This design comes from an exercise in tuning for small area and a short achievable clock period on the open sky130 flow, not from production work.
RTL that was checked went through simulation tests only; none was proved equivalent to the original.
Only the layout flow was run in runs 1, 3 and 4; the RTL was not checked for function there.
Power is estimated from default activity; no workload was simulated.

==> flow/design.v <==
module inst_rom_resp #(
  parameter int          DEPTH     = 64,
  parameter logic [31:0] NOP_INSTR = 32'h0000_0013
) (
  input  logic        clk_i_ROM,
  input  logic        reset_i_ROM,
  input  logic        chip_enable_i_ROM,
  input  logic [31:0] pc_addr_i_ROM,
  input  logic        load_en_i_ROM,
  input  logic [31:0] load_addr_i_ROM,
  input  logic [31:0] load_data_i_ROM,
  output logic [31:0] inst_o_ROM,
  output logic        inst_valid_o_ROM,
  output logic        addr_fault_o_ROM,
  output logic        load_err_o_ROM,
  output logic [15:0] fetch_cnt_o_ROM,
  output logic [1:0]  state_o_ROM
);
  localparam int AW = (DEPTH > 1) ? $clog2(DEPTH) : 1;
  logic [1:0]             state;
  logic [DEPTH-1:0][31:0] mem;
  logic en;
  logic pc_in_range, ld_in_range;
  logic active, fetch_ok, fetch_oob, fetch_nop, load_ok, load_bad;
  assign en = chip_enable_i_ROM;
  assign pc_in_range = ~|pc_addr_i_ROM[31:AW];
  assign ld_in_range = ~|load_addr_i_ROM[31:AW];
  assign active    = ~state[1];
  assign fetch_ok  = en & active & pc_in_range;
  assign fetch_oob = en & active & ~pc_in_range;
  assign fetch_nop = en & (state == 2'd2);
  assign load_ok  = load_en_i_ROM & (state == 2'd0) & ~en & ld_in_range;
  assign load_bad = load_en_i_ROM & ~load_ok;
  logic          wr_pend;
  logic [AW-1:0] wr_addr;
  logic [31:0]   wr_data;
  always_ff @(posedge clk_i_ROM) begin
    wr_pend <= reset_i_ROM & load_ok;
    wr_addr <= load_addr_i_ROM[AW-1:0];
    wr_data <= load_data_i_ROM;
  end
  logic [DEPTH-1:0] we;
  always_comb begin
    for (int i = 0; i < DEPTH; i++)
      we[i] = wr_pend & (wr_addr == AW'(i));
  end
  logic wr_hit;
  assign wr_hit = wr_pend & (pc_addr_i_ROM[AW-1:0] == wr_addr);
  logic [DEPTH-1:0] rsel;
  always_comb begin
    for (int i = 0; i < DEPTH; i++)
      rsel[i] = (pc_addr_i_ROM[AW-1:0] == AW'(i));
  end
  logic [31:0] rword_n;
  for (genvar b = 0; b < 32; b++) begin : g_rcol
    logic [DEPTH-1:0] col;
    for (genvar i = 0; i < DEPTH; i++) begin : g_w
      assign col[i] = mem[i][b];
    end
    inst_rom_rdcol u_col (.sel_i(rsel), .d_i(col), .y_n_o(rword_n[b]));
  end
  always_ff @(posedge clk_i_ROM) begin
    if (!reset_i_ROM) begin
      state            <= 2'd0;
      inst_o_ROM       <= '0;
      inst_valid_o_ROM <= 1'b0;
      addr_fault_o_ROM <= 1'b0;
      load_err_o_ROM   <= 1'b0;
      fetch_cnt_o_ROM  <= '0;
    end else begin
      case (state)
        2'd0:    state <= en ? 2'd1 : 2'd0;
        2'd1:    state <= !en ? 2'd0 : (pc_in_range ? 2'd1 : 2'd2);
        2'd2:    state <= en ? 2'd2 : 2'd0;
        default: state <= 2'd0;
      endcase
      inst_valid_o_ROM <= en & (state != 2'd3);
      addr_fault_o_ROM <= fetch_oob;
      load_err_o_ROM   <= load_bad;
      if (fetch_ok)                    inst_o_ROM <= wr_hit ? wr_data : ~rword_n;
      else if (fetch_oob || fetch_nop) inst_o_ROM <= NOP_INSTR;
      if (fetch_ok && fetch_cnt_o_ROM != 16'hFFFF)
        fetch_cnt_o_ROM <= fetch_cnt_o_ROM + 16'd1;
    end
  end
  inst_rom_array #(.DEPTH(DEPTH)) u_array (
    .clk_i  (clk_i_ROM),
    .we_i   (we),
    .hold_i (~we),
    .d_i    (wr_data),
    .mem_o  (mem)
  );
  assign state_o_ROM = state;
endmodule
module inst_rom_array #(
  parameter int DEPTH = 64
) (
  input  logic                   clk_i,
  input  logic [DEPTH-1:0]       we_i,
  input  logic [DEPTH-1:0]       hold_i,
  input  logic [31:0]            d_i,
  output logic [DEPTH-1:0][31:0] mem_o
);
  for (genvar w = 0; w < DEPTH; w++) begin : g_word
    for (genvar b = 0; b < 32; b++) begin : g_bit
      inst_rom_bit u_bit (
        .clk_i (clk_i),
        .we_i  (we_i[w]),
        .hold_i(hold_i[w]),
        .d_i   (d_i[b]),
        .q_o   (mem_o[w][b])
      );
    end
  end
endmodule
module inst_rom_bit (
  input  logic clk_i,
  input  logic we_i,
  input  logic hold_i,
  input  logic d_i,
  output logic q_o
);
  always_ff @(posedge clk_i)
    q_o <= (q_o | we_i) & (hold_i | d_i);
endmodule
module inst_rom_rdcol (
  input  logic [63:0] sel_i,
  input  logic [63:0] d_i,
  output logic        y_n_o
);
  logic [7:0]  l2;
  logic [3:0]  l3_n;
  logic [1:0]  l4;
  for (genvar i = 0; i < 8; i++) begin : g_l2
    inst_rom_rd8 u (.sel_i(sel_i[8*i+:8]), .d_i(d_i[8*i+:8]), .y_o(l2[i]));
  end
  for (genvar i = 0; i < 4; i++) begin : g_l3
    inst_rom_nor2 u (.a_i(l2[2*i]), .b_i(l2[2*i+1]), .y_o(l3_n[i]));
  end
  for (genvar i = 0; i < 2; i++) begin : g_l4
    inst_rom_nand2 u (.a_i(l3_n[2*i]), .b_i(l3_n[2*i+1]), .y_o(l4[i]));
  end
  inst_rom_nor2 u_l5 (.a_i(l4[0]), .b_i(l4[1]), .y_o(y_n_o));
endmodule
module inst_rom_rd8 (
  input  logic [7:0] sel_i,
  input  logic [7:0] d_i,
  output logic       y_o
);
  logic [3:0] p_n;
  for (genvar i = 0; i < 4; i++) begin : g_p
    assign p_n[i] = ~((sel_i[2*i] & d_i[2*i]) | (sel_i[2*i+1] & d_i[2*i+1]));
  end
  assign y_o = ~&p_n;
endmodule
module inst_rom_nor2 (
  input  logic a_i, b_i,
  output logic y_o
);
  assign y_o = ~(a_i | b_i);
endmodule
module inst_rom_nand2 (
  input  logic a_i, b_i,
  output logic y_o
);
  assign y_o = ~(a_i & b_i);
endmodule
==> flow/flow/run.sh <==
#!/bin/bash
# The standard layout, with two changes: ports get buf_4 buffers instead of the
# smallest (slow delay) buffer, and timing repair may swap a cell for one of
# another footprint. Each step's full output goes to a log file here.
set -euo pipefail
bash standard.sh synth > synth.log 2>&1
bash standard.sh finish MATCH_CELL_FOOTPRINT=0 \
  "BUFFER_PORTS_ARGS=-buffer_cell sky130_fd_sc_hd__buf_4" > layout.log 2>&1
==> flow/standard.sh <==
#!/bin/bash
# synth_recipe.tcl (not shown) runs the flow's synth.tcl, then flattens the netlist and writes it again
# the make line also repeats each setting of config.mk as NAME=value (left out here)
make -C /OpenROAD-flow-scripts/flow DESIGN_CONFIG=/design/flow/config.mk WORK_HOME=/design/flow/orfs CLKGATE_MAP_FILE= SYNTH_SCRIPT=/design/flow/synth_recipe.tcl "${@:-finish}"
==> flow/config.mk <==
export PLATFORM = sky130hd
export DESIGN_NAME = inst_rom_resp
export DESIGN_NICKNAME = inst_rom_resp
export VERILOG_FILES = /design/flow/design.v
export SDC_FILE = /design/flow/constraint.sdc
export NUM_CORES = 4
export LEC_CHECK = 0
export CAP_MARGIN = 20
export CORE_MARGIN = 2
export CORE_UTILIZATION = 40
export SETUP_SLACK_MARGIN = 1.1
export SLEW_MARGIN = 20
export SYNTH_HIERARCHICAL = 1
export SYNTH_MINIMUM_KEEP_SIZE = 0
==> flow/constraint.sdc <==
create_clock -name core_clock -period 3.3 [get_ports {clk_i_ROM}]
set_input_delay 0.6600 -clock core_clock [delete_from_list [all_inputs] [get_ports {clk_i_ROM}]]
set_output_delay 0.6600 -clock core_clock [all_outputs]
set_load 0.01 [all_outputs]
==> impl_metrics.json, run 1 <==
{
  "antenna_found_initial": 5,
  "worstPathMaxFanout": 5,
  "synth.distinct_cells": 41,
  "gp_congestion": 0.9551,
  "rows": 157,
  "rsz0062_at_grt": "true",
  "htreeDepth": 4,
  "path_delay_family": "simple AND/OR/NAND/NOR gates",
  "die-height_um": 432.8,
  "routed_wl_um": 308400,
  "yosysWarnings": 8,
  "nets": 7421,
  "async_flop_share_pct": 0,
  "period_share_pct": 70.96,
  "worstMarginPinSlew_ps": 1203,
  "routedWlPerCell_um": 30.94,
  "cp_slowest_cell": "nor2_4",
  "area_growth_syn_to_layout_pct": 29.66,
  "cts_buffer_depth": 3,
  "grt_pass1_vias": 62364,
  "slowest_delay_ps": 360,
  "period_needed_ps": 2342,
  "leakagePower_nw": 34.62,
  "stdcell_count": 9970,
  "syn_avg_cell_area_um2": 11.84,
  "numCtsBuffers": 214,
  "critPathKind": "in -> reg",
  "finalHoldViolCount": 0,
  "place_inst": 9169,
  "grt_max_degree": 66,
  "die-width_um": 432.8,
  "r2r_cells": 5,
  "final-max-slew-violation-count": 0,
  "viasPerCell": 6.664,
  "antenna_left": 0,
  "synth_edf_count": 0,
  "cp-end-kind": "flip-flop",
  "p_total_mw": 52.72,
  "syn-num-nets": 6310,
  "hpwl_um": 177100,
  "synth_flop_cell": "dfxtp_1",
  "drtIter0Drc": 7717,
  "min_to": "load_err_o_ROM$_SDFF_PN0_",
  "initial_core_util_pct": 40.21,
  "synthCells": 6209,
  "cp_data_arrival_time_ps": 3120,
  "setup_viol": 0,
  "worst_r2r_endpoint": "u_array.g_word[50].g_bit[5].u_bit.q_o$_DFF_P_",
  "rr_startpoint": "wr_addr[0]$_DFF_P_",
  "die_area_um2": 187300,
  "vias": 66440,
  "path_cells": "buf_12 -> nor2b_4 -> buf_6 -> nand3_4 -> buf_6 -> nor2_4 -> buf_6 -> a22oi_2 -> nand4_1 -> nor2_1 -> buf_6 -> nand2_4 -> nor2_4 -> o31ai_2 -> o21ai_1 -> buf_4 -> a21oi_2",
  "route.detailed.drc": 0,
  "drt_pass1_iterations": 6,
  "rrSetupSlack_ps": 1070,
  "synth-seq-cells": 2140,
  "grt_pass1_wl_um": 438300,
  "crit_buf_inv": 6,
  "powerDensity_nw_per_um2": 552.9,
  "clock_latency_ps": 870,
  "outcome": "timing/DRC/antenna clean",
  "finalClockSkew_ps": 36.37,
  "irDropWorstVdd_v": 0.0005961,
  "cp_common_cell": "buf_6",
  "crit_required_ps": 4080,
  "critPathLaunchType": "input pin",
  "cap_violations": 0,
  "min_path_cells": 2,
  "cts_tree": "yes",
  "io_pins": 153,
  "holdCritPathClass": "in -> reg",
  "min_from": "load_en_i_ROM",
  "slew_headroom_pct": 19.78,
  "final_common_cell": "dfxtp_1",
  "overflow": 0,
  "seq_area_frac_synth_pct": 58.26,
  "grt_usage_pct": 31.52,
  "core_um2": 182900,
  "fmax_mhz": 427.1,
  "cts.sinks": 2140,
  "synth_area_um2": 73530,
  "clk_pin_slew_ps": 60,
  "drive_above_1_share_pct": 22.64,
  "cts_root_buffer": "clkbuf_16",
  "layout_common_cells": "dfxtp_1, o22a_1, a22oi_1",
  "io_buffers": 152
}
## through the flow
step / utilization (%) / cell area (µm²) / setup slack (ps) / hold WS, ps / TNS, ps
2_1_floorplan: - / 74630 / 757.3 / 448.2 / 0
3_3_place_gp: 44.84 / 82000 / -426.6 / 453.2 / -2221
3_5_place_dp: 44.85 / 82020 / -375.6 / 461.2 / -2083
4_1_cts: 50.98 / 93230 / 843.5 / 0.1658 / 0
5_1_grt: 52.13 / 95340 / 953.2 / 26.13 / 0
6_report: 52.13 / 95340 / 958.5 / 34.52 / 0
## worst max path at each step
stage	slack, ps	cells past startpoint	endpoint	from
2_1_floorplan	760	6	fetch_cnt_o_ROM[13]$_SDFFE_PN0P_	pc_addr_i_ROM[21]
3_3_place_gp	-430	14	inst_o_ROM[30]$_SDFFE_PN0P_	pc_addr_i_ROM[5]
6_report	960	17	inst_o_ROM[1]$_SDFFE_PN0P_	pc_addr_i_ROM[3]
5_1_grt	950	17	inst_o_ROM[1]$_SDFFE_PN0P_	pc_addr_i_ROM[3]
3_5_place_dp	-380	14	inst_o_ROM[30]$_SDFFE_PN0P_	pc_addr_i_ROM[5]
4_1_cts	840	5	u_array.g_word[50].g_bit[14].u_bit.q_o$_DFF_P_	wr_addr[1]$_DFF_P_
## synth_stat cells, types with 2 or more instances
library cell | instances | share of area [%]
a22oi_1 | 1024 | 10
or4_1 | 5 | 0.051
nand2b_1 | 41 | 0.35
a21oi_1 | 12 | 0.082
dfxtp_1 | 2140 | 58
and3_1 | 4 | 0.034
or2_2 | 3 | 0.026
nor2_1 | 242 | 1.2
nand3b_1 | 2 | 0.020
nand2_1 | 185 | 0.94
nor3_1 | 16 | 0.11
nand3_1 | 11 | 0.075
and2_1 | 2 | 0.017
mux2i_1 | 7 | 0.095
or3_1 | 3 | 0.026
inv_1 | 69 | 0.35
nor4_1 | 14 | 0.12
and4_1 | 2 | 0.024
buf_2 | 2 | 0.014
nand4_1 | 263 | 2.2
o31ai_1 | 7 | 0.071
nor3b_1 | 2 | 0.020
xnor2_1 | 5 | 0.060
clkbuf_1 | 37 | 0.19
nor2b_1 | 5 | 0.043
o21ai_0 | 16 | 0.11
o22a_1 | 2048 | 24
a32o_1 | 29 | 0.39
## Yosys stat by module, one instance, submodules excluded, excerpt
module / flops+latches / area (µm²) / times used
inst_rom_resp: 92 / 4467 / 1
inst_rom_nand2: 0 / 3.754 / 64
inst_rom_rd8: 0 / 36.28 / 256
inst_rom_nor2: 0 / 3.754 / 160
inst_rom_bit: 1 / 28.78 / 2048
## layout make-up
| cell class | count | area (µm²) |
|---|---|---|
| diodes | 3 | 7.507 |
| clock buffers | 322 | 6376 |
| clock inverters | 77 | 989.7 |
| fillers | 15945 | 87540 |
| inverters | 69 | 454.2 |
| multi-input cells | 3993 | 32550 |
| flip-flops and latches | 2140 | 43010 |
| well taps | 2464 | 3083 |
| repair buffers | 860 | 8564 |
| repair inverters | 42 | 315.3 |
## cell families after synthesis
family          synth area share [%]
xor+xnor                     0.07146
flops                          58.26
simple gates                   5.453
fa+ha+maj                    0.01701
compound gates                 35.55
mux                          0.09529
buf+inv                       0.5547
## metal layers
metal | track usage [%] | part of all wire (%) | vias to the layer above
li1 | - | - | 28141
met1 | 41.24 | 40 | 33997
met2 | 48.56 | 44 | 3607
met3 | 6.648 | 9.7 | 695
met4 | 17.01 | 6.0 | 0
met5 | 0 | 0 | -
## worst register-to-register path: stages, from the launching register on
cell and delay [ps]:
dfxtp_2 390, nand2b_2 300, nor3_4 420, nand2_1 350, buf_4 390, o22a_1 250
## sequential cells by signal (all words and copies together), names as in the netlist, 2 cells and up
name,cells
state,2
wr_addr,6
inst_o_ROM,32
wr_data,32
u_array.g_word.g_bit.u_bit.q_o,2048
fetch_cnt_o_ROM,16
## power by group
part,switching (mW),leakage (nW),internal (mW)
registers,0.518,17.3,25.8
clock network,10.6,3.63,14.7
logic,0.575,13.7,0.456
total,11.7,34.6,41.0
## repair_timing
action	in CTS	in global routing
cloned	73	9
pin swaps	114	193
setup endpoints to repair	1565	1656
hold endpoints to repair	38	0
buffers inserted	194	85
resized for setup	282	247
hold buffers	38	0
==> run 2: changes to the inputs <==
--- a/flow/design.v
+++ b/flow/design.v
@@ -18,7 +18,8 @@
 );
   localparam int AW = (DEPTH > 1) ? $clog2(DEPTH) : 1;
   logic [1:0]             state;
-  logic [DEPTH-1:0][31:0] mem;
+  logic [DEPTH-1:0][31:0] mem;     
+  logic [DEPTH-1:0]       phase;
   logic en;
   logic pc_in_range, ld_in_range;
   logic active, fetch_ok, fetch_oob, fetch_nop, load_ok, load_bad;
@@ -52,6 +53,8 @@
       rsel[i] = (pc_addr_i_ROM[AW-1:0] == AW'(i));
   end
   logic [31:0] rword_n;
+  logic        rphase_n;
+  logic [31:0] rword;
   for (genvar b = 0; b < 32; b++) begin : g_rcol
     logic [DEPTH-1:0] col;
     for (genvar i = 0; i < DEPTH; i++) begin : g_w
@@ -59,6 +62,8 @@
     end
     inst_rom_rdcol u_col (.sel_i(rsel), .d_i(col), .y_n_o(rword_n[b]));
   end
+  inst_rom_rdcol u_pcol (.sel_i(rsel), .d_i(phase), .y_n_o(rphase_n));
+  assign rword = rword_n ^ {32{rphase_n}};
   always_ff @(posedge clk_i_ROM) begin
     if (!reset_i_ROM) begin
       state            <= 2'd0;
@@ -77,7 +82,7 @@
       inst_valid_o_ROM <= en & (state != 2'd3);
       addr_fault_o_ROM <= fetch_oob;
       load_err_o_ROM   <= load_bad;
-      if (fetch_ok)                    inst_o_ROM <= wr_hit ? wr_data : ~rword_n;
+      if (fetch_ok)                    inst_o_ROM <= wr_hit ? wr_data : rword;
       else if (fetch_oob || fetch_nop) inst_o_ROM <= NOP_INSTR;
       if (fetch_ok && fetch_cnt_o_ROM != 16'hFFFF)
         fetch_cnt_o_ROM <= fetch_cnt_o_ROM + 16'd1;
@@ -87,8 +92,9 @@
     .clk_i  (clk_i_ROM),
     .we_i   (we),
     .hold_i (~we),
-    .d_i    (wr_data),
-    .mem_o  (mem)
+    .dn_i   (~wr_data),
+    .mem_o  (mem),
+    .phase_o(phase)
   );
   assign state_o_ROM = state;
 endmodule
@@ -98,8 +104,9 @@
   input  logic                   clk_i,
   input  logic [DEPTH-1:0]       we_i,
   input  logic [DEPTH-1:0]       hold_i,
-  input  logic [31:0]            d_i,
-  output logic [DEPTH-1:0][31:0] mem_o
+  input  logic [31:0]            dn_i,
+  output logic [DEPTH-1:0][31:0] mem_o,
+  output logic [DEPTH-1:0]       phase_o
 );
   for (genvar w = 0; w < DEPTH; w++) begin : g_word
     for (genvar b = 0; b < 32; b++) begin : g_bit
@@ -107,21 +114,34 @@
         .clk_i (clk_i),
         .we_i  (we_i[w]),
         .hold_i(hold_i[w]),
-        .d_i   (d_i[b]),
+        .dn_i  (dn_i[b]),
         .q_o   (mem_o[w][b])
       );
     end
+    inst_rom_phase u_phase (
+      .clk_i (clk_i),
+      .we_i  (we_i[w]),
+      .q_o   (phase_o[w])
+    );
   end
 endmodule
 module inst_rom_bit (
   input  logic clk_i,
   input  logic we_i,
   input  logic hold_i,
-  input  logic d_i,
+  input  logic dn_i,
   output logic q_o
 );
   always_ff @(posedge clk_i)
-    q_o <= (q_o | we_i) & (hold_i | d_i);
+    q_o <= ~((q_o | we_i) & (hold_i | dn_i));
+endmodule
+module inst_rom_phase (
+  input  logic clk_i,
+  input  logic we_i,
+  output logic q_o
+);
+  always_ff @(posedge clk_i)
+    q_o <= ~(q_o | we_i);
 endmodule
 module inst_rom_rdcol (
   input  logic [63:0] sel_i,
==> run 2 against run 1 <==
Cell count up 1.2%. Register-to-register slack lost 20 ps. Design area is 3.1% lower. Global-route usage grew 0.19 points. Setup slack lost 110 ps. Critical path type unchanged.
==> impl_metrics.json, run 2 <==
{
  "overflow": 0,
  "drt-met1-wl_um": 115700,
  "setup_ws_ps": 845.5,
  "rrSetupSlack_ps": 1050,
  "finalClockSkew_ps": 56.25,
  "outcome": "timing/DRC/antenna clean",
  "powerDensity_nw_per_um2": 605.6,
  "async_flop_share_pct": 0,
  "yosys.area.top_type": "dfxtp_1",
  "synth-compound-area-share_pct": 29.89,
  "stdcell_count": 10093,
  "grt_pass1_vias": 64194,
  "min_path_cells": 4,
  "cap_violations": 0,
  "synthTopCellsByCount": "dfxtp_1, o22ai_1, a22oi_1",
  "wl_met3_um": 30730,
  "largest_reg_flops": 2048,
  "final_util_pct": 52.60,
  "synth_area_um2": 70550,
  "initial_core_util_pct": 40.15,
  "route.detailed.drc": 0,
  "die_area_um2": 179800,
  "area_growth_syn_to_layout_pct": 31.00,
  "irDropWorstVdd_v": 0.0004731,
  "routedWlPerCell_um": 29.64,
  "place_inst": 9453,
  "io_buffers": 152,
  "met2_length_um": 130900,
  "cts_buffer_depth": 3,
  "period_needed_ps": 2455,
  "critPathLaunchType": "input pin",
  "synthCells": 6435,
  "synth_xor_area_share_pct": 0.4841,
  "slew_headroom_pct": 24.33,
  "period_share_pct": 74.38,
  "antenna_left": 0,
  "synth_flop_cell": "dfxtp_1",
  "routed_wl_um": 299200,
  "layout_common_cells": "dfxtp_1, o22ai_1, a22oi_1",
  "largest-register": "u_array.g_word.g_bit.u_bit.q_o",
  "drive_above_1_share_pct": 21.55,
  "synth.distinct_cells": 43,
  "grt_usage_pct": 31.70,
  "final_common_cell": "dfxtp_1",
  "worstPathMaxFanout": 6,
  "p_total_mw": 55.97,
  "hpwl_um": 185000,
  "holdCritPathClass": "in -> reg",
  "clock_latency_ps": 900,
  "reg_top3": "u_array.g_word.g_bit.u_bit.q_o (2048), u_array.g_word.u_phase.q_o (64)",
  "synth-seq-cells": 2204,
  "synth_mux_area_share_pct": 0.4824,
  "rsz0062_at_grt": "true",
  "antenna_found_initial": 2,
  "gp_congestion": 0.9247,
  "worstMarginPinSlew_ps": 1135,
  "drt_pass1_iterations": 7,
  "core_um2": 175700,
  "cts_tree": "yes",
  "rows": 154,
  "cp-end-kind": "flip-flop",
  "yosysWarnings": 9,
  "die-height_um": 424.0,
  "syn-num-nets": 6536,
  "critPathKind": "in -> reg",
  "fmax_mhz": 407.4,
  "setup_viol": 0,
  "worst_r2r_endpoint": "u_array.g_word[32].g_bit[28].u_bit.q_o$_DFF_P_",
  "cp_data_arrival_time_ps": 3260,
  "synth-simple-area-share_pct": 5.817,
  "synth_area_leaders": "dfxtp_1, o22ai_1, a22oi_1",
  "seq_area_frac_synth_pct": 62.54,
  "synth_top_area_share_pct": 62.54,
  "vias": 67451,
  "io_pins": 153,
  "min_from": "load_addr_i_ROM[14]",
  "numCtsBuffers": 215,
  "cts.sinks": 2204,
  "die-width_um": 424.0,
  "grt_pass1_wl_um": 431200,
  "min_to": "load_err_o_ROM$_SDFF_PN0_",
  "grt_max_degree": 65,
  "synth_edf_count": 0,
  "r2r_cells": 7,
  "final-max-slew-violation-count": 0,
  "drtIter0Drc": 7923,
  "synth_top_family_by_area": "compound AO/OA/AOI/OAI gates",
  "antenna_cells": 0,
  "yosysMostFrequentCell": "dfxtp_1",
  "clk_pin_slew_ps": 60,
  "synthAdderAreaFrac_pct": 0.01773,
  "place_area_um2": 80520,
  "stdcell_area_um2": 92420,
  "preCtsSetupSlack_ps": -303.3,
  "nets": 7676,
  "finalHoldViolCount": 0,
  "viasPerCell": 6.683,
  "syn_avg_cell_area_um2": 10.96,
  "maxUsedRoutingLayer": "met5",
  "htreeDepth": 4,
  "leakagePower_nw": 35.67,
  "rr_startpoint": "wr_addr[2]$_DFF_P_",
  "crit_required_ps": 4110,
  "cts_root_buffer": "clkbuf_16"
}
run 2: changes by cell type after synthesis, sizes merged, moves of 14 or more:
cell    delta
nand2b    -34
a22oi     +32
o22a    -2048
nand4     +14
a32o      -29
inv       +30
dfxtp     +64
mux2i     +27
xor2      +34
o21ai     +24
o22ai   +2048
nor2      +73
run 2: worst max path at each step:
stage | start | to | slack [ps]
6_report | pc_addr_i_ROM[1] | inst_o_ROM[5]$_SDFFE_PN0P_ | 850
5_1_grt | pc_addr_i_ROM[1] | inst_o_ROM[19]$_SDFFE_PN0P_ | 860
4_1_cts | pc_addr_i_ROM[1] | inst_o_ROM[19]$_SDFFE_PN0P_ | 1000
3_5_place_dp | pc_addr_i_ROM[3] | inst_o_ROM[19]$_SDFFE_PN0P_ | -300
3_3_place_gp | pc_addr_i_ROM[3] | inst_o_ROM[19]$_SDFFE_PN0P_ | -390
2_1_floorplan | pc_addr_i_ROM[5] | inst_o_ROM[0]$_SDFFE_PN0P_ | 550
run 2: cell families (layout without fill, tap and decap cells):
| kind of cell | count (synthesis) | in the layout |
|---|---|---|
| AOI/OAI and AO/OA | 3169 | 3169 |
| xor gates and xnor gates | 39 | 39 |
| adders and majority gates | 1 | 1 |
| buffers and inverters | 139 | 1453 |
| DFF | 2204 | 2204 |
| muxes | 34 | 34 |
| and+or+nand+nor | 849 | 853 |
run 2: where the power goes:
part	switching, mW	total, mW	leakage, nW	internal, mW
Clock	11.0	25.8	3.70	14.9
Combinational	2.20	3.45	13.4	1.25
Sequential	0.0664	26.7	18.6	26.6
run 2: what timing repair did:
action | 4_1_cts | 5_1_grt
hold buffers | 40 | 0
pin swaps | 122 | 132
endpoints found under the setup margin | 1212 | 366
gates resized for setup | 281 | 169
hold endpoints to repair | 40 | 0
cloned | 31 | 3
setup buffers | 130 | 41
run 2: critical path, cell delays in order:
cell	delay (ps)
buf_12	120
buf_6	120
buf_6	120
nand3_4	170
nor2_4	70
buf_12	140
buf_12	140
buf_4	130
buf_4	150
a22oi_2	160
nand4_1	330
nor2_4	320
nand2_4	110
nor2_4	140
xor2_2	140
mux2i_1	90
o21ai_1	140
run 2: per-layer routing:
| metal | global-route usage, % | vias up |
|---|---|---|
| li1 | - | 29000 |
| met1 | 40.98 | 33532 |
| met2 | 47.79 | 4101 |
| met3 | 6.900 | 814 |
| met4 | 20.52 | 4 |
| met5 | 0 | - |
run 2: stage by stage:
step / hold slack, ps / setup TNS, ps
after CTS: 85.72 / 0
after detailed placement: 396.8 / -3227
after floorplan: 385.3 / 0
after global routing: 133.9 / 0
after global placement: 393.1 / -3318
final: 127.6 / 0
run 2: modules after synthesis, one instance, submodules excluded, a selection:
module	times used	flip-flops and latches	cell area [µm²]
inst_rom_bit	2048	1	26.28
inst_rom_nand2	66	0	3.754
inst_rom_nor2	165	0	3.754
inst_rom_phase	64	1	23.77
inst_rom_rd8	264	0	36.28
inst_rom_resp	1	92	4773
run 2: area by class of cell:
cell class,instances,area (µm²)
Timing Repair inverter,17,127.6
Clock buffer,318,6339
Clock inverter,77,1162
Timing Repair Buffer,941,9524
Inverter,100,480.5
Fill cell,15214,83300
Sequential cell,2204,44150
Multi-Input combinational cell,4096,27710
Tap cell,2340,2928
==> run 3: changes to the inputs <==
--- a/flow/design.v
+++ b/flow/design.v
@@ -18,8 +18,7 @@
 );
   localparam int AW = (DEPTH > 1) ? $clog2(DEPTH) : 1;
   logic [1:0]             state;
-  logic [DEPTH-1:0][31:0] mem;     
-  logic [DEPTH-1:0]       phase;
+  logic [DEPTH-1:0][31:0] mem;
   logic en;
   logic pc_in_range, ld_in_range;
   logic active, fetch_ok, fetch_oob, fetch_nop, load_ok, load_bad;
@@ -35,35 +34,40 @@
   logic          wr_pend;
   logic [AW-1:0] wr_addr;
   logic [31:0]   wr_data;
+  logic [7:0]    wr_hi, wr_lo;
   always_ff @(posedge clk_i_ROM) begin
     wr_pend <= reset_i_ROM & load_ok;
     wr_addr <= load_addr_i_ROM[AW-1:0];
     wr_data <= load_data_i_ROM;
+    for (int i = 0; i < 8; i++) begin
+      wr_hi[i] <= reset_i_ROM & load_ok & (load_addr_i_ROM[5:3] == 3'(i));
+      wr_lo[i] <= (load_addr_i_ROM[2:0] == 3'(i));
+    end
   end
-  logic [DEPTH-1:0] we;
+  logic [DEPTH-1:0] we, hold;
   always_comb begin
-    for (int i = 0; i < DEPTH; i++)
-      we[i] = wr_pend & (wr_addr == AW'(i));
+    for (int i = 0; i < DEPTH; i++) begin
+      we[i]   = wr_hi[i/8] & wr_lo[i%8];
+      hold[i] = ~(wr_hi[i/8] & wr_lo[i%8]);
+    end
   end
   logic wr_hit;
   assign wr_hit = wr_pend & (pc_addr_i_ROM[AW-1:0] == wr_addr);
-  logic [DEPTH-1:0] rsel;
+  logic [7:0] rhi_n, rlo_n;
   always_comb begin
-    for (int i = 0; i < DEPTH; i++)
-      rsel[i] = (pc_addr_i_ROM[AW-1:0] == AW'(i));
+    for (int i = 0; i < 8; i++) begin
+      rhi_n[i] = ~(pc_addr_i_ROM[5:3] == 3'(i));
+      rlo_n[i] = ~(pc_addr_i_ROM[2:0] == 3'(i));
+    end
   end
   logic [31:0] rword_n;
-  logic        rphase_n;
-  logic [31:0] rword;
-  for (genvar b = 0; b < 32; b++) begin : g_rcol
-    logic [DEPTH-1:0] col;
+  for (genvar g = 0; g < 4; g++) begin : g_rgrp
+    logic [8*DEPTH-1:0] cols;
     for (genvar i = 0; i < DEPTH; i++) begin : g_w
-      assign col[i] = mem[i][b];
+      assign cols[8*i+:8] = mem[i][8*g+:8];
     end
-    inst_rom_rdcol u_col (.sel_i(rsel), .d_i(col), .y_n_o(rword_n[b]));
+    inst_rom_rdgrp u_grp (.hi_n_i(rhi_n), .lo_n_i(rlo_n), .d_i(cols), .y_n_o(rword_n[8*g+:8]));
   end
-  inst_rom_rdcol u_pcol (.sel_i(rsel), .d_i(phase), .y_n_o(rphase_n));
-  assign rword = rword_n ^ {32{rphase_n}};
   always_ff @(posedge clk_i_ROM) begin
     if (!reset_i_ROM) begin
       state            <= 2'd0;
@@ -82,7 +86,7 @@
       inst_valid_o_ROM <= en & (state != 2'd3);
       addr_fault_o_ROM <= fetch_oob;
       load_err_o_ROM   <= load_bad;
-      if (fetch_ok)                    inst_o_ROM <= wr_hit ? wr_data : rword;
+      if (fetch_ok)                    inst_o_ROM <= wr_hit ? wr_data : ~rword_n;
       else if (fetch_oob || fetch_nop) inst_o_ROM <= NOP_INSTR;
       if (fetch_ok && fetch_cnt_o_ROM != 16'hFFFF)
         fetch_cnt_o_ROM <= fetch_cnt_o_ROM + 16'd1;
@@ -91,10 +95,9 @@
   inst_rom_array #(.DEPTH(DEPTH)) u_array (
     .clk_i  (clk_i_ROM),
     .we_i   (we),
-    .hold_i (~we),
-    .dn_i   (~wr_data),
-    .mem_o  (mem),
-    .phase_o(phase)
+    .hold_i (hold),
+    .d_i    (wr_data),
+    .mem_o  (mem)
   );
   assign state_o_ROM = state;
 endmodule
@@ -104,9 +107,8 @@
   input  logic                   clk_i,
   input  logic [DEPTH-1:0]       we_i,
   input  logic [DEPTH-1:0]       hold_i,
-  input  logic [31:0]            dn_i,
-  output logic [DEPTH-1:0][31:0] mem_o,
-  output logic [DEPTH-1:0]       phase_o
+  input  logic [31:0]            d_i,
+  output logic [DEPTH-1:0][31:0] mem_o
 );
   for (genvar w = 0; w < DEPTH; w++) begin : g_word
     for (genvar b = 0; b < 32; b++) begin : g_bit
@@ -114,34 +116,39 @@
         .clk_i (clk_i),
         .we_i  (we_i[w]),
         .hold_i(hold_i[w]),
-        .dn_i  (dn_i[b]),
+        .d_i   (d_i[b]),
         .q_o   (mem_o[w][b])
       );
     end
-    inst_rom_phase u_phase (
-      .clk_i (clk_i),
-      .we_i  (we_i[w]),
-      .q_o   (phase_o[w])
-    );
   end
 endmodule
 module inst_rom_bit (
   input  logic clk_i,
   input  logic we_i,
   input  logic hold_i,
-  input  logic dn_i,
+  input  logic d_i,
   output logic q_o
 );
   always_ff @(posedge clk_i)
-    q_o <= ~((q_o | we_i) & (hold_i | dn_i));
+    q_o <= (q_o | we_i) & (hold_i | d_i);
 endmodule
-module inst_rom_phase (
-  input  logic clk_i,
-  input  logic we_i,
-  output logic q_o
+module inst_rom_rdgrp (
+  input  logic [7:0]       hi_n_i,
+  input  logic [7:0]       lo_n_i,
+  input  logic [511:0]     d_i,    
+  output logic [7:0]       y_n_o
 );
-  always_ff @(posedge clk_i)
-    q_o <= ~(q_o | we_i);
+  logic [63:0] sel;
+  for (genvar w = 0; w < 64; w++) begin : g_sel
+    inst_rom_nor2 u (.a_i(hi_n_i[w/8]), .b_i(lo_n_i[w%8]), .y_o(sel[w]));
+  end
+  for (genvar b = 0; b < 8; b++) begin : g_col
+    logic [63:0] col;
+    for (genvar w = 0; w < 64; w++) begin : g_w
+      assign col[w] = d_i[8*w+b];
+    end
+    inst_rom_rdcol u_col (.sel_i(sel), .d_i(col), .y_n_o(y_n_o[b]));
+  end
 endmodule
 module inst_rom_rdcol (
   input  logic [63:0] sel_i,
==> run 3 against run 2 <==
Critical path type unchanged. Utilization is 3.3 points lower. Power shrank 6.7%. Sequential power about the same. Clock power decreased by 5%. Area after synthesis grew 5.6%. Highest routed layer unchanged. Cell count decreased by 3.0%. Largest power group unchanged.
==> impl_metrics.json, run 3 <==
{
  "yosys.area.top_type": "dfxtp_1",
  "drt_pass1_iterations": 6,
  "cts_root_buffer": "clkbuf_16",
  "finalHoldViolCount": 0,
  "syn-num-nets": 6484,
  "routed_wl_um": 287000,
  "seq_area_frac_synth_pct": 57.92,
  "routedWlPerCell_um": 29.31,
  "core_um2": 185200,
  "period_share_pct": 71.42,
  "die_area_um2": 189800,
  "synth_top_area_share_pct": 57.92,
  "setup_ws_ps": 943.0,
  "clock_latency_ps": 850,
  "crit_required_ps": 4030,
  "io_buffers": 152,
  "final-max-slew-violation-count": 0,
  "grt_max_degree": 66,
  "numCtsBuffers": 214,
  "critPathLaunchType": "input pin",
  "fmax_mhz": 424.3,
  "syn_avg_cell_area_um2": 11.68,
  "synth_flop_cell": "dfxtp_1",
  "irDropWorstVdd_v": 0.0004305,
  "hpwl_um": 182700,
  "antenna_found_initial": 11,
  "clkPwrFrac_pct": 47.2,
  "preCtsSetupSlack_ps": -231.5,
  "die-width_um": 435.6,
  "clk_pin_slew_ps": 70,
  "place_inst": 9313,
  "drtIter0Drc": 7281,
  "stdcell_count": 9792,
  "cts.sinks": 2156,
  "synth_area_leaders": "dfxtp_1, o22a_1, a22oi_1",
  "worstPathMaxFanout": 15,
  "outcome": "timing/DRC/antenna clean",
  "powerDensity_nw_per_um2": 571.8,
  "period_needed_ps": 2357,
  "reg_top3": "u_array.g_word.g_bit.u_bit.q_o (2048), inst_o_ROM (32), wr_data (32)",
  "final_common_cell": "dfxtp_1",
  "grt_pass1_vias": 61680,
  "swShare_pct": 22.26,
  "viasPerCell": 6.603,
  "htreeDepth": 4,
  "route.detailed.drc": 0,
  "slowest_delay_ps": 370,
  "leakagePower_nw": 33.54,
  "gp_congestion": 0.9111,
  "synth-seq-cells": 2156,
  "critPathKind": "in -> reg",
  "vias": 64652,
  "rrSetupSlack_ps": 1100,
  "cp_data_arrival_time_ps": 3080,
  "rsz0062_at_grt": "true",
  "cts_buffer_depth": 3,
  "layout_common_cells": "dfxtp_1, o22a_1, a22oi_1",
  "initial_core_util_pct": 40.23,
  "synth.distinct_cells": 44,
  "switchingPower_mw": 11.62,
  "finalClockSkew_ps": 31.19,
  "worstMarginPinSlew_ps": 1225,
  "overflow": 0,
  "p_int_mw": 40.60,
  "cp-end-kind": "flip-flop",
  "yosysMostFrequentCell": "dfxtp_1",
  "synth_edf_count": 0,
  "cp_common_cell": "buf_4",
  "area_growth_syn_to_layout_pct": 22.55,
  "synthCells": 6383,
  "r2r_cells": 6,
  "worst_r2r_endpoint": "u_array.g_word[27].g_bit[30].u_bit.q_o$_DFF_P_",
  "rows": 158,
  "cap_violations": 0,
  "nets": 7237,
  "setup_viol": 0,
  "path_cells": "buf_4 -> or3b_4 -> buf_12 -> buf_4 -> nor2_2 -> buf_4 -> a22oi_2 -> nand4_1 -> nor2_4 -> nand2_1 -> nor2_1 -> nand2_1 -> a32o_1",
  "synth_area_um2": 74530,
  "grt_usage_pct": 28.77,
  "p_total_mw": 52.22,
  "drive_above_1_share_pct": 16.77,
  "cp-startpoint": "pc_addr_i_ROM[4]",
  "grt_pass1_wl_um": 415600,
  "io_pins": 153,
  "largest-register": "u_array.g_word.g_bit.u_bit.q_o",
  "slew_headroom_pct": 18.32,
  "async_flop_share_pct": 0,
  "synthTopCellsByCount": "dfxtp_1, o22a_1, a22oi_1",
  "pwr-share-comb_pct": 1.8,
  "largest_reg_flops": 2048,
  "antenna_left": 0,
  "yosysWarnings": 8,
  "die-height_um": 435.6,
  "holdCritPathClass": "in -> reg",
  "hold_ws_ps": 75.47,
  "rr_startpoint": "wr_lo[3]$_DFF_P_",
  "cp_slowest_cell": "nand4_1",
  "cts_tree": "yes",
  "crit_end": "inst_o_ROM[17]$_SDFFE_PN0P_",
  "power_frac_seq_pct": 51.0
}
==> run 3: through the flow <==
stage	setup TNS, ps	area (µm²)	utilization (%)
after floorplan	0	74540	-
after global placement	-2574	81790	44.15
after detailed placement	-2183	81790	44.15
after CTS	0	90050	48.61
after global routing	0	91330	49.31
final	0	91330	49.31
==> run 3: cell type report <==
type                    count  area [µm²]
fillers                 16738       93900
flip-flops and latches   2156       43320
multi-input cells        4119       32160
clock buffers             326        6248
repair buffers            575        5389
well taps                2480        3103
clock inverters            63       834.6
inverters                  70       262.8
diodes                      3       7.507
==> run 3: power by group through the flow <==
stage	clock network [mW]	logic, mW	registers, mW
floorplan	0	0.278	26.9
global placement	0	0.712	27.2
detailed placement	0	0.718	27.2
CTS	24.9	0.815	26.6
global route	26.0	0.969	26.6
finish	24.6	0.950	26.6
==> run 3: metal layers <==
metal / GRT usage [%] / wire length (µm) / vias up / share of wire [%]
met2: 45.38 / 129700 / 2941 / 45
met3: 4.763 / 22860 / 661 / 8.0
met5: 0 / 53 / - / 0.018
met1: 37.96 / 118400 / 33128 / 41
li1: - / - / 27914 / -
met4: 14.66 / 16000 / 8 / 5.6
==> run 3: worst min-delay path by stage <==
stage                                                              from                                       endpoint  depth (start not counted)
after global routing                                      load_en_i_ROM                      load_err_o_ROM$_SDFF_PN0_                          2
after global placement                      inst_o_ROM[11]$_SDFFE_PN0P_                    inst_o_ROM[11]$_SDFFE_PN0P_                          1
final                                                     load_en_i_ROM                      load_err_o_ROM$_SDFF_PN0_                          2
after detailed placement  u_array.g_word[48].g_bit[3].u_bit.q_o$_DFF_P_  u_array.g_word[48].g_bit[3].u_bit.q_o$_DFF_P_                          1
after floorplan            u_array.g_word[0].g_bit[0].u_bit.q_o$_DFF_P_   u_array.g_word[0].g_bit[0].u_bit.q_o$_DFF_P_                          1
after CTS                                                 load_en_i_ROM                      load_err_o_ROM$_SDFF_PN0_                          2
==> run 3: what timing repair did <==
| item | CTS | global route |
|---|---|---|
| setup buffers | 10 | 24 |
| gates resized for setup | 176 | 220 |
| endpoints found under the setup margin | 55 | 94 |
| pin swaps | 31 | 81 |
| endpoints found under the hold margin | 38 | 0 |
| cloned | 5 | 8 |
| hold buffers | 38 | 0 |
==> run 3: per-module statistics from Yosys (local to each module, per instance), excerpt <==
module          copies in the design  flip-flops and latches  area (µm²)
inst_rom_bit                    2048                       1       28.78
inst_rom_nor2                    416                       0       3.754
inst_rom_nand2                    64                       0       3.754
inst_rom_resp                      1                     108        4498
inst_rom_rd8                     256                       0       36.28
==> run 3: worst max-delay path: cells and delay by family <==
family	cells	cell delay, ps
and+or+nand+nor	7	1310
AOI/OAI and AO/OA	2	480
buffers and inverters	4	600
==> run 3: logic make-up after synthesis <==
family / share of synthesized area, %
flops: 57.92
simple gates: 6.271
mux: 0.1477
xor+xnor: 0.09402
compound gates: 34.99
buf+inv: 0.5658
fa+ha+maj: 0.01679
==> run 4: changes to the inputs <==
--- a/flow/config.mk
+++ b/flow/config.mk
@@ -8,6 +8,8 @@
 export CAP_MARGIN = 20
 export CORE_MARGIN = 2
 export CORE_UTILIZATION = 40
+export CTS_CLUSTER_DIAMETER = 100
+export CTS_CLUSTER_SIZE = 30
 export SETUP_SLACK_MARGIN = 1.1
 export SLEW_MARGIN = 20
 export SYNTH_HIERARCHICAL = 1
==> run 4 against run 3 <==
Still clean on timing, DRC and antenna. Fmax down 0.35%. Combinational power rose by 6%. Utilization shrank 2.1 points. Setup slack lost 8.4 ps.
==> impl_metrics.json, run 4 <==
{
  "core_um2": 185200,
  "synth_area_um2": 74530,
  "grt_pass1_vias": 60182,
  "cp_data_arrival_time_ps": 3050,
  "worst_r2r_endpoint": "u_array.g_word[1].g_bit[30].u_bit.q_o$_DFF_P_",
  "numCtsBuffers": 83,
  "antenna_found_initial": 12,
  "drive_above_1_share_pct": 16.31,
  "irDropWorstVdd_v": 0.0004347,
  "r2r_cells": 5,
  "cap_violations": 0,
  "area_growth_syn_to_layout_pct": 17.34,
  "syn_avg_cell_area_um2": 11.68,
  "p_total_mw": 40.63,
  "routedWlPerCell_um": 29.95,
  "synth-seq-cells": 2156,
  "nets": 7117,
  "die-height_um": 435.6,
  "critPathLaunchType": "input pin",
  "synthCells": 6383,
  "yosys.area.top_type": "dfxtp_1",
  "yosysMostFrequentCell": "dfxtp_1",
  "die_area_um2": 189800,
  "worstMarginPinSlew_ps": 1199,
  "slew_headroom_pct": 20.07,
  "cp-end-kind": "flip-flop",
  "initial_core_util_pct": 40.23,
  "leakagePower_nw": 31.35,
  "gp_congestion": 0.9111,
  "async_flop_share_pct": 0,
  "grt_max_degree": 66,
  "finalHoldViolCount": 0,
  "drtIter0Drc": 7472,
  "critPathKind": "in -> reg",
  "synth_edf_count": 0,
  "io_buffers": 152,
  "synth_mux_area_share_pct": 0.1477,
  "drt_pass1_iterations": 6,
  "largest_reg_flops": 2048,
  "powerDensity_nw_per_um2": 464.7,
  "clk_pin_slew_ps": 110,
  "min_path_cells": 1,
  "period_needed_ps": 2365,
  "synthTopCellsByCount": "dfxtp_1, o22a_1, a22oi_1",
  "synth_flop_cell": "dfxtp_1",
  "period_share_pct": 71.68,
  "reg_top3": "u_array.g_word.g_bit.u_bit.q_o (2048), inst_o_ROM (32), wr_data (32)",
  "seq_area_frac_synth_pct": 57.92,
  "outcome": "timing/DRC/antenna clean",
  "stdcell_area_um2": 87450,
  "cts_buffer_depth": 3,
  "min_from": "load_data_i_ROM[21]",
  "io_pins": 153,
  "fillCellCount": 17046,
  "finalClockSkew_ps": 49.16,
  "synthAdderAreaFrac_pct": 0.01679,
  "vias": 63496,
  "min_to": "wr_data[21]$_DFF_P_",
  "synth_top_area_share_pct": 57.92,
  "antenna_left": 0,
  "grt_pass1_wl_um": 411700,
  "largest-register": "u_array.g_word.g_bit.u_bit.q_o",
  "hold_ws_ps": 41.30,
  "fmax_mhz": 422.8,
  "rr_startpoint": "wr_lo[1]$_DFF_P_",
  "crit_required_ps": 3980,
  "cts_tree": "yes",
  "synth_area_leaders": "dfxtp_1, o22a_1, a22oi_1",
  "worstPathMaxFanout": 8,
  "cts.sinks": 2156,
  "grt_usage_pct": 28.53,
  "synth_xor_area_share_pct": 0.09402,
  "clock_latency_ps": 780,
  "layout_common_cells": "dfxtp_1, o22a_1, a22oi_1",
  "final-max-slew-violation-count": 0,
  "synth.distinct_cells": 44,
  "overflow": 0,
  "synth-simple-area-share_pct": 6.271,
  "route.detailed.drc": 0,
  "setup_viol": 0,
  "viasPerCell": 6.673,
  "routed_wl_um": 285000,
  "hpwl_um": 182700,
  "final_common_cell": "dfxtp_1",
  "yosysWarnings": 8,
  "rrSetupSlack_ps": 1160,
  "htreeDepth": 3,
  "cts_root_buffer": "clkbuf_16",
  "die-width_um": 435.6,
  "rows": 158,
  "synth-compound-area-share_pct": 34.99,
  "holdCritPathClass": "in -> reg",
  "rsz0062_at_grt": "true",
  "synth_top_family_by_area": "compound AO/OA/AOI/OAI gates",
  "syn-num-nets": 6484,
  "place_area_um2": 81790
}
==> run 4: what timing repair did <==
item                       CTS  global route
gates cloned                13             5
hold endpoints to repair    29             0
setup buffers               20            29
hold buffers                29             0
setup endpoints to repair   48           138
gates resized for setup    308           270
pin swaps                   88           142
==> run 4: routing by layer <==
| layer | track usage (%) | part of all wire, % |
|---|---|---|
| met1 | 37.99 | 42 |
| met2 | 44.78 | 45 |
| met3 | 4.330 | 7.6 |
| met4 | 14.74 | 5.5 |
| met5 | 0 | 0.025 |
==> run 4: logic make-up after synthesis <==
| logic type | count (synthesis) |
|---|---|
| adders and majority gates | 1 |
| AOI/OAI and AO/OA | 3123 |
| xor gates and xnor gates | 8 |
| muxes | 11 |
| and+or+nand+nor | 976 |
| buffers and inverters | 108 |
| DFF | 2156 |
==> run 4: worst max-delay path by stage <==
| stage | from | to | slack (ps) | depth (start not counted) |
|---|---|---|---|---|
| finish | pc_addr_i_ROM[4] | inst_o_ROM[20]$_SDFFE_PN0P_ | 930 | 12 |
| global route | pc_addr_i_ROM[2] | inst_o_ROM[22]$_SDFFE_PN0P_ | 940 | 14 |
| CTS | pc_addr_i_ROM[2] | inst_o_ROM[20]$_SDFFE_PN0P_ | 990 | 13 |
| detailed placement | pc_addr_i_ROM[0] | inst_o_ROM[20]$_SDFFE_PN0P_ | -230 | 12 |
| global placement | pc_addr_i_ROM[1] | inst_o_ROM[5]$_SDFFE_PN0P_ | -210 | 12 |
| floorplan | pc_addr_i_ROM[1] | inst_o_ROM[4]$_SDFFE_PN0P_ | 530 | 10 |
==> run 4: through the flow <==
| stage | setup WS, ps | setup TNS [ps] | instances | utilization (%) |
|---|---|---|---|---|
| 2_1_floorplan | 525.2 | 0 | 6383 | - |
| 3_3_place_gp | -213.1 | -2574 | 9313 | 44.15 |
| 3_5_place_dp | -231.5 | -2183 | 9313 | 44.15 |
| 4_1_cts | 993.2 | 0 | 9476 | 46.38 |
| 5_1_grt | 939.2 | 0 | 9515 | 47.21 |
| 6_report | 934.6 | 0 | 9516 | 47.21 |
==> run 4: critical path, cell delays in order <==
cell     delay (ps)
buf_12          110
or3b_4          360
buf_12          200
buf_8           150
nor2_4           70
a22oi_1         280
nand4_1         320
nor2_4          300
nand2_1         130
nor2_1          110
nand2_1          60
a32o_1          270
==> run 4: layout make-up <==
class	count	area, µm²	area share [%]
sequential	2156	43310	49.52
multi-input combinational	4119	32830	37.54
timing repair buffer	586	5678	6.493
tap	2480	3103	3.548
clock buffer	94	2171	2.482
inverter	70	262.8	0.3005
clock inverter	7	87.58	0.1002
antenna	4	10.01	0.01145
==> run 4: report_power, final <==
| group | switching, mW | internal [mW] | leakage [nW] |
|---|---|---|---|
| Combinational | 0.560 | 0.446 | 12.8 |
| Sequential | 0.580 | 26.0 | 17.4 |
| Clock | 8.22 | 4.80 | 1.11 |
==> run 4: per-module statistics from Yosys (local to each module, per instance), excerpt <==
module | flops+latches | times used
inst_rom_bit | 1 | 2048
inst_rom_nand2 | 0 | 64
inst_rom_nor2 | 0 | 416
inst_rom_rd8 | 0 | 256
inst_rom_resp | 108 | 1
==> run 5: changes to the inputs <==
--- a/flow/design.v
+++ b/flow/design.v
@@ -60,18 +60,30 @@
       rlo_n[i] = ~(pc_addr_i_ROM[2:0] == 3'(i));
     end
   end
-  logic [31:0] rword_n;
+  logic [63:0] rhalf;    
   for (genvar g = 0; g < 4; g++) begin : g_rgrp
     logic [8*DEPTH-1:0] cols;
     for (genvar i = 0; i < DEPTH; i++) begin : g_w
       assign cols[8*i+:8] = mem[i][8*g+:8];
     end
-    inst_rom_rdgrp u_grp (.hi_n_i(rhi_n), .lo_n_i(rlo_n), .d_i(cols), .y_n_o(rword_n[8*g+:8]));
+    inst_rom_rdgrp u_grp (.hi_n_i(rhi_n), .lo_n_i(rlo_n), .d_i(cols), .y_o(rhalf[16*g+:16]));
+  end
+  logic        rd_take;
+  logic [31:0] inst_other, inst_nxt;
+  assign rd_take = reset_i_ROM & fetch_ok & ~wr_hit;
+  always_comb begin
+    if (!reset_i_ROM)                inst_other = '0;
+    else if (fetch_ok)               inst_other = wr_hit ? wr_data : '0;
+    else if (fetch_oob || fetch_nop) inst_other = NOP_INSTR;
+    else                             inst_other = inst_o_ROM;
+  end
+  for (genvar b = 0; b < 32; b++) begin : g_onxt
+    inst_rom_ao221 u (.a_i(rd_take), .h0_i(rhalf[2*b]), .h1_i(rhalf[2*b+1]), .c_i(inst_other[b]), .y_o(inst_nxt[b]));
   end
   always_ff @(posedge clk_i_ROM) begin
+    inst_o_ROM <= inst_nxt;
     if (!reset_i_ROM) begin
       state            <= 2'd0;
-      inst_o_ROM       <= '0;
       inst_valid_o_ROM <= 1'b0;
       addr_fault_o_ROM <= 1'b0;
       load_err_o_ROM   <= 1'b0;
@@ -86,8 +98,6 @@
       inst_valid_o_ROM <= en & (state != 2'd3);
       addr_fault_o_ROM <= fetch_oob;
       load_err_o_ROM   <= load_bad;
-      if (fetch_ok)                    inst_o_ROM <= wr_hit ? wr_data : ~rword_n;
-      else if (fetch_oob || fetch_nop) inst_o_ROM <= NOP_INSTR;
       if (fetch_ok && fetch_cnt_o_ROM != 16'hFFFF)
         fetch_cnt_o_ROM <= fetch_cnt_o_ROM + 16'd1;
     end
@@ -136,7 +146,7 @@
   input  logic [7:0]       hi_n_i,
   input  logic [7:0]       lo_n_i,
   input  logic [511:0]     d_i,    
-  output logic [7:0]       y_n_o
+  output logic [15:0]      y_o     
 );
   logic [63:0] sel;
   for (genvar w = 0; w < 64; w++) begin : g_sel
@@ -147,17 +157,16 @@
     for (genvar w = 0; w < 64; w++) begin : g_w
       assign col[w] = d_i[8*w+b];
     end
-    inst_rom_rdcol u_col (.sel_i(sel), .d_i(col), .y_n_o(y_n_o[b]));
+    inst_rom_rdcol u_col (.sel_i(sel), .d_i(col), .y_o(y_o[2*b+:2]));
   end
 endmodule
 module inst_rom_rdcol (
   input  logic [63:0] sel_i,
   input  logic [63:0] d_i,
-  output logic        y_n_o
+  output logic [1:0]  y_o
 );
   logic [7:0]  l2;
   logic [3:0]  l3_n;
-  logic [1:0]  l4;
   for (genvar i = 0; i < 8; i++) begin : g_l2
     inst_rom_rd8 u (.sel_i(sel_i[8*i+:8]), .d_i(d_i[8*i+:8]), .y_o(l2[i]));
   end
@@ -165,9 +174,8 @@
     inst_rom_nor2 u (.a_i(l2[2*i]), .b_i(l2[2*i+1]), .y_o(l3_n[i]));
   end
   for (genvar i = 0; i < 2; i++) begin : g_l4
-    inst_rom_nand2 u (.a_i(l3_n[2*i]), .b_i(l3_n[2*i+1]), .y_o(l4[i]));
-  end
-  inst_rom_nor2 u_l5 (.a_i(l4[0]), .b_i(l4[1]), .y_o(y_n_o));
+    inst_rom_nand2 u (.a_i(l3_n[2*i]), .b_i(l3_n[2*i+1]), .y_o(y_o[i]));
+  end
 endmodule
 module inst_rom_rd8 (
   input  logic [7:0] sel_i,
@@ -192,3 +200,9 @@
 );
   assign y_o = ~(a_i & b_i);
 endmodule
+module inst_rom_ao221 (
+  input  logic a_i, h0_i, h1_i, c_i,
+  output logic y_o
+);
+  assign y_o = (a_i & h0_i) | (a_i & h1_i) | c_i;
+endmodule
==> run 5 against run 4 <==
Sequential share of layout area is 1.2 points higher. Die area down 0.23%. Cell count decreased by 1.3%. Sequential power about the same. Fmax rose by 3.1%. Clock power about the same. Largest power group unchanged. Critical path type unchanged. Wire length is 2.5% lower. Non-clock buffer count fell by 103. Global-route usage is 0.84 points lower. Area after synthesis down 0.24%. Hold slack better by 3.7 ps.
==> impl_metrics.json, run 5 <==
{
  "period_share_pct": 69.52,
  "reg_top3": "u_array.g_word.g_bit.u_bit.q_o (2048), inst_o_ROM (32), wr_data (32)",
  "hpwl_um": 179200,
  "route.detailed.drc": 0,
  "viasPerCell": 6.665,
  "clock_latency_ps": 760,
  "numCtsBuffers": 84,
  "clkPwrFrac_pct": 32.6,
  "initial_core_util_pct": 40.18,
  "nets": 6991,
  "async_flop_share_pct": 0,
  "drtIter0Drc": 7164,
  "setup_ws_ps": 1006,
  "synth_flop_cell": "dfxtp_1",
  "clk_pin_slew_ps": 120,
  "yosys.area.top_type": "dfxtp_1",
  "core_um2": 185000,
  "htreeDepth": 3,
  "seq_area_frac_synth_pct": 58.05,
  "die-width_um": 435.1,
  "gp_congestion": 0.9128,
  "cts_root_buffer": "clkbuf_16",
  "cts.sinks": 2156,
  "largest_reg_flops": 2048,
  "final-max-slew-violation-count": 0,
  "grt_max_degree": 66,
  "period_needed_ps": 2294,
  "powerDensity_nw_per_um2": 477.3,
  "crit_buf_inv": 3,
  "power_frac_seq_pct": 65.3,
  "slew_headroom_pct": 19.74,
  "cap_violations": 0,
  "swShare_pct": 22.93,
  "synth.distinct_cells": 47,
  "setup_viol": 0,
  "cts_tree": "yes",
  "finalClockSkew_ps": 54.46,
  "outcome": "timing/DRC/antenna clean",
  "largest-register": "u_array.g_word.g_bit.u_bit.q_o",
  "routed_wl_um": 278000,
  "layout_common_cells": "dfxtp_1, o22a_1, a22oi_1",
  "final_common_cell": "dfxtp_1",
  "overflow": 0,
  "synth_top_area_share_pct": 58.05,
  "critPathKind": "in -> reg",
  "p_int_mw": 31.42,
  "syn_avg_cell_area_um2": 11.70,
  "synthTopCellsByCount": "dfxtp_1, o22a_1, a22oi_1",
  "switchingPower_mw": 9.347,
  "die-height_um": 435.1,
  "vias": 62591,
  "area_growth_syn_to_layout_pct": 14.87,
  "worstMarginPinSlew_ps": 1204,
  "holdCritPathClass": "in -> reg",
  "path_delay_family": "simple AND/OR/NAND/NOR gates",
  "slowest_delay_ps": 350,
  "p_total_mw": 40.77,
  "rows": 158,
  "preCtsSetupSlack_ps": -3.792,
  "critPathLaunchType": "input pin",
  "worstPathMaxFanout": 9,
  "pwr-share-comb_pct": 2.1,
  "rsz0062_at_grt": "true",
  "antenna_left": 0,
  "io_buffers": 152,
  "synth_area_um2": 74350,
  "io_pins": 153,
  "synth-seq-cells": 2156,
  "drt_pass1_iterations": 9,
  "grt_pass1_wl_um": 400900,
  "fmax_mhz": 435.9,
  "synth_area_leaders": "dfxtp_1, o22a_1, a22oi_1",
  "synthCells": 6352,
  "cts_buffer_depth": 3,
  "grt_usage_pct": 27.69,
  "cp-end-kind": "flip-flop",
  "yosysWarnings": 8,
  "synth_edf_count": 0,
  "cp_data_arrival_time_ps": 2950,
  "cp_slowest_cell": "or3b_4",
  "leakagePower_nw": 30.60,
  "irDropWorstVdd_v": 0.0003590,
  "syn-num-nets": 6453,
  "crit_required_ps": 3950,
  "final_util_pct": 46.16,
  "yosysMostFrequentCell": "dfxtp_1",
  "drive_above_1_share_pct": 12.26,
  "finalHoldViolCount": 0,
  "routedWlPerCell_um": 29.60,
  "path_cells": "buf_4 -> or3b_4 -> buf_4 -> clkbuf_16 -> nor2_4 -> a22oi_1 -> nand4_1 -> nor2_4 -> nand2_1 -> o21ai_1 -> nand2b_1",
  "die_area_um2": 189300,
  "antenna_found_initial": 4,
  "grt_pass1_vias": 59136
}
run 5: changes by cell type after synthesis, sizes merged, moves of 4 or more:
cell    before  now
mux2i       11    1
o21ai        3   40
a32o        29    0
nand2b      24   34
inv         70   66
or2b        12    0
a21oi        7   20
a22o         0   29
clkbuf      31   19
nor2       428  396
buf          7   13
nand2      176  146
or3          5   10
run 5: through the flow:
stage	TNS (ps)	cells	hold WS, ps	instance area (µm²)
2_1_floorplan	0	6352	448.2	74370
3_3_place_gp	-84.39	9223	453.4	81240
3_5_place_dp	-3.792	9223	461.2	81240
4_1_cts	0	9358	5.416	84200
5_1_grt	0	9389	30.40	85400
6_report	0	9391	45.02	85410
run 5: worst paths after layout:
check / from / slack [ps] / to / cells past startpoint
worst min-delay path: load_addr_i_ROM[5] / 50 / wr_addr[5]$_DFF_P_ / 1
worst max register to register: wr_lo[2]$_DFF_P_ / 1180 / u_array.g_word[58].g_bit[24].u_bit.q_o$_DFF_P_ / 6
worst max-delay path: pc_addr_i_ROM[1] / 1010 / inst_o_ROM[25]$_DFF_P_ / 11
worst min register to register: u_array.g_word[38].g_bit[3].u_bit.q_o$_DFF_P_ / 480 / u_array.g_word[38].g_bit[3].u_bit.q_o$_DFF_P_ / 1
run 5: power by group through the flow:
| stage | combinational [mW] | sequential, mW | clock (mW) |
|---|---|---|---|
| after floorplan | 0.273 | 26.9 | 0 |
| after global placement | 0.685 | 27.2 | 0 |
| after detailed placement | 0.690 | 27.2 | 0 |
| after CTS | 0.729 | 26.6 | 13.5 |
| after global routing | 0.861 | 26.6 | 14.4 |
| final | 0.841 | 26.6 | 13.3 |
run 5: modules after synthesis, one instance, submodules excluded, a selection:
| module | area [µm²] | copies in the design |
|---|---|---|
| inst_rom_resp | 4083 | 1 |
| inst_rom_rd8 | 36.28 | 256 |
| inst_rom_nor2 | 3.754 | 384 |
| inst_rom_nand2 | 3.754 | 64 |
| inst_rom_bit | 28.78 | 2048 |
| inst_rom_ao221 | 11.26 | 32 |
run 5: area by class of cell:
| cell class | count | area (µm²) |
|---|---|---|
| Tap cell | 2480 | 3103 |
| Timing Repair Buffer | 483 | 4561 |
| Fill cell | 17216 | 99630 |
| Clock inverter | 6 | 111.4 |
| Inverter | 66 | 251.5 |
| Clock buffer | 99 | 2285 |
| Antenna cell | 2 | 5.005 |
| Multi-Input combinational cell | 4099 | 31780 |
| Sequential cell | 2156 | 43310 |
run 5: cell families after synthesis:
kind of cell / count (synthesis) / share of synthesized area (%)
AOI/OAI and AO/OA: 3167 / 35.28
xor gates and xnor gates: 8 / 0.09423
adders and majority gates: 1 / 0.01683
buffers and inverters: 98 / 0.5368
DFF: 2156 / 58.05
muxes: 1 / 0.01346
and+or+nand+nor: 921 / 6.008
run 5: per-layer routing:
metal,vias up,wire (µm),track usage (%)
met4,4,10890,10.78
li1,27216,-,-
met2,2713,124400,43.22
met3,380,22480,3.962
met1,32278,120100,38.61
met5,-,62,0
run 5: what timing repair did:
item | CTS | global route
setup endpoints to repair | 396 | 57
hold buffers | 30 | 0
resized for setup | 102 | 219
pin swaps | 7 | 55
setup buffers | 0 | 20
endpoints found under the hold margin | 30 | 0
cloned | 0 | 10
run 5: worst register-to-register path, stage by stage, from the launching register on:
cell	delay, ps
dfxtp_1	400
buf_4	260
nand2_1	100
buf_4	390
inv_1	340
buf_12	260
o22a_1	240
==> run 6: changes to the inputs <==
--- a/flow/config.mk
+++ b/flow/config.mk
@@ -10,6 +10,7 @@
 export CORE_UTILIZATION = 40
 export CTS_CLUSTER_DIAMETER = 100
 export CTS_CLUSTER_SIZE = 30
+export PLACE_DENSITY = 0.7
 export SETUP_SLACK_MARGIN = 1.1
 export SLEW_MARGIN = 20
 export SYNTH_HIERARCHICAL = 1
==> run 6 against run 5 <==
Sequential share of layout area increased by 0.30 points. Wire length shrank 5.1%. Clock skew decreased by 5.3 ps. Sequential cell count did not move. Power shrank 0.41%. Critical path type unchanged. Setup slack lost 83 ps. Fmax fell by 3.5%.
==> impl_metrics.json, run 6 <==
{
  "routed_wl_um": 263900,
  "synth.distinct_cells": 47,
  "htreeDepth": 3,
  "synthCells": 6352,
  "path_delay_family": "simple AND/OR/NAND/NOR gates",
  "syn-num-nets": 6453,
  "clock_latency_ps": 770,
  "power_frac_seq_pct": 65.7,
  "leakagePower_nw": 30.45,
  "grt_usage_pct": 26.38,
  "gp_congestion": 0.8930,
  "routedWlPerCell_um": 28.12,
  "cp_common_cell": "nor2_1",
  "final_util_pct": 45.87,
  "worstMarginPinSlew_ps": 1197,
  "layout_common_cells": "dfxtp_1, o22a_1, a22oi_1",
  "largest-register": "u_array.g_word.g_bit.u_bit.q_o",
  "synth_edf_count": 0,
  "path_cells": "buf_4 -> nor2_1 -> nand2_2 -> buf_12 -> nor2_1 -> a22oi_1 -> nand4_1 -> nor2_1 -> nand2_1 -> o21ai_1 -> nand2b_1",
  "place_inst": 9235,
  "io_pins": 153,
  "area_growth_syn_to_layout_pct": 14.17,
  "period_share_pct": 72.04,
  "switchingPower_mw": 9.201,
  "outcome": "timing/DRC/antenna clean",
  "slew_headroom_pct": 20.22,
  "swShare_pct": 22.66,
  "stdcell_count": 9386,
  "grt_max_degree": 66,
  "finalClockSkew_ps": 49.16,
  "io_buffers": 152,
  "synth_top_area_share_pct": 58.05,
  "rsz0062_at_grt": "true",
  "synth-seq-cells": 2156,
  "fmax_mhz": 420.7,
  "grt_pass1_wl_um": 387900,
  "clkPwrFrac_pct": 32.4,
  "drt_pass1_iterations": 6,
  "period_needed_ps": 2377,
  "place_area_um2": 81120,
  "initial_core_util_pct": 40.18,
  "finalHoldViolCount": 0,
  "rows": 158,
  "crit_required_ps": 3970,
  "cts_root_buffer": "clkbuf_16",
  "async_flop_share_pct": 0,
  "final_common_cell": "dfxtp_1",
  "critPathLaunchType": "input pin",
  "die-width_um": 435.1,
  "overflow": 0,
  "synth_flop_cell": "dfxtp_1",
  "route.detailed.drc": 0,
  "crit_buf_inv": 2,
  "seq_area_frac_synth_pct": 58.05,
  "final-max-slew-violation-count": 0,
  "hpwl_um": 172500,
  "setup_viol": 0,
  "fillCellCount": 17075,
  "p_int_mw": 31.40,
  "drive_above_1_share_pct": 11.89,
  "critPathKind": "in -> reg",
  "holdCritPathClass": "in -> reg",
  "powerDensity_nw_per_um2": 478.3,
  "preCtsSetupSlack_ps": -182.2,
  "yosysWarnings": 8,
  "slowest_delay_ps": 350,
  "irDropWorstVdd_v": 0.0003825,
  "core_um2": 185000,
  "clk_pin_slew_ps": 110,
  "cts.sinks": 2156,
  "nets": 6986
}
## run 6: metrics by stage
stage | hold WS [ps] | TNS, ps
floorplan | 448.2 | 0
detailed placement | 461.2 | -1666
global route | 17.42 | 0
global placement | 453.1 | -2670
finish | 35.55 | 0
CTS | 6.465 | 0
## run 6: what timing repair did
action                                  4_1_cts  5_1_grt
pin swaps                                    16       33
gates resized for setup                     151      131
endpoints found under the setup margin      199       94
buffers inserted                              0       16
endpoints found under the hold margin        25        0
hold buffers                                 25        0
gates cloned                                  1        2
## run 6: cell type report
type | count | area [µm²] | area share [%]
timing repair buffer | 478 | 4170 | 4.913
antenna | 2 | 5.005 | 0.005896
tap | 2480 | 3103 | 3.656
clock inverter | 14 | 215.2 | 0.2535
inverter | 66 | 247.7 | 0.2919
sequential | 2156 | 43300 | 51.01
clock buffer | 91 | 2181 | 2.569
multi-input combinational | 4099 | 31660 | 37.30
## run 6: final timing paths
kind                                                                      from                                        endpoint  depth (start not counted)  slack [ps]
worst max-delay path                                          pc_addr_i_ROM[0]                          inst_o_ROM[10]$_DFF_P_                         11         920
worst min-delay path                                        load_data_i_ROM[4]                              wr_data[4]$_DFF_P_                          1          40
worst max register to register                                wr_lo[7]$_DFF_P_  u_array.g_word[39].g_bit[29].u_bit.q_o$_DFF_P_                          5        1090
worst min register to register  u_array.g_word[35].g_bit[25].u_bit.q_o$_DFF_P_  u_array.g_word[35].g_bit[25].u_bit.q_o$_DFF_P_                          1         480
## run 6: worst register-to-register path, cell delays in order (launching register included)
cell,delay [ps]
dfxtp_1,750
nand2_1,100
buf_4,300
inv_1,360
buf_4,400
o22a_1,210
## run 6: logic make-up (layout without fill, tap and decap cells)
kind of cell,after synthesis,in the layout,synth area share (%)
muxes,1,1,0.01346
DFF,2156,2156,58.05
xor gates and xnor gates,8,8,0.09423
buffers and inverters,98,649,0.5368
other,0,2,0
AOI/OAI and AO/OA,3167,3167,35.28
and+or+nand+nor,921,922,6.008
adders and majority gates,1,1,0.01683
## run 6: metal layers
| metal | up-vias | share of wire, % | GRT usage [%] |
|---|---|---|---|
| li1 | 27256 | - | - |
| met1 | 32452 | 41 | 36.23 |
| met2 | 3338 | 43 | 39.61 |
| met3 | 506 | 9.9 | 4.786 |
| met4 | 4 | 5.5 | 13.43 |
| met5 | - | 0.0099 | 0 |
## run 6: power by group through the flow
stage / clock network (mW) / registers (mW) / logic [mW]
global route: 14.1 / 26.7 / 0.800
CTS: 13.3 / 26.6 / 0.728
global placement: 0 / 27.2 / 0.670
finish: 13.2 / 26.7 / 0.787
floorplan: 0 / 26.9 / 0.273
detailed placement: 0 / 27.2 / 0.675
## run 6: Yosys stat by module (local to each module, per instance), a selection
module          copies in the design  cell area [µm²]  cells
inst_rom_ao221                    32            11.26      2
inst_rom_bit                    2048            28.78      2
inst_rom_nand2                    64            3.754      1
inst_rom_rd8                     256            36.28      5
inst_rom_resp                      1             4083    464
inst_rom_nor2                    384            3.754      1

Check on run 6: ideal ports give 0.923 ns setup slack; a clkbuf_16 on the clock port and buf_2 on the inputs give 0.880 ns; moving port delays by the midpoint clock arrival (0.836 ns) as well gives 0.045 ns.
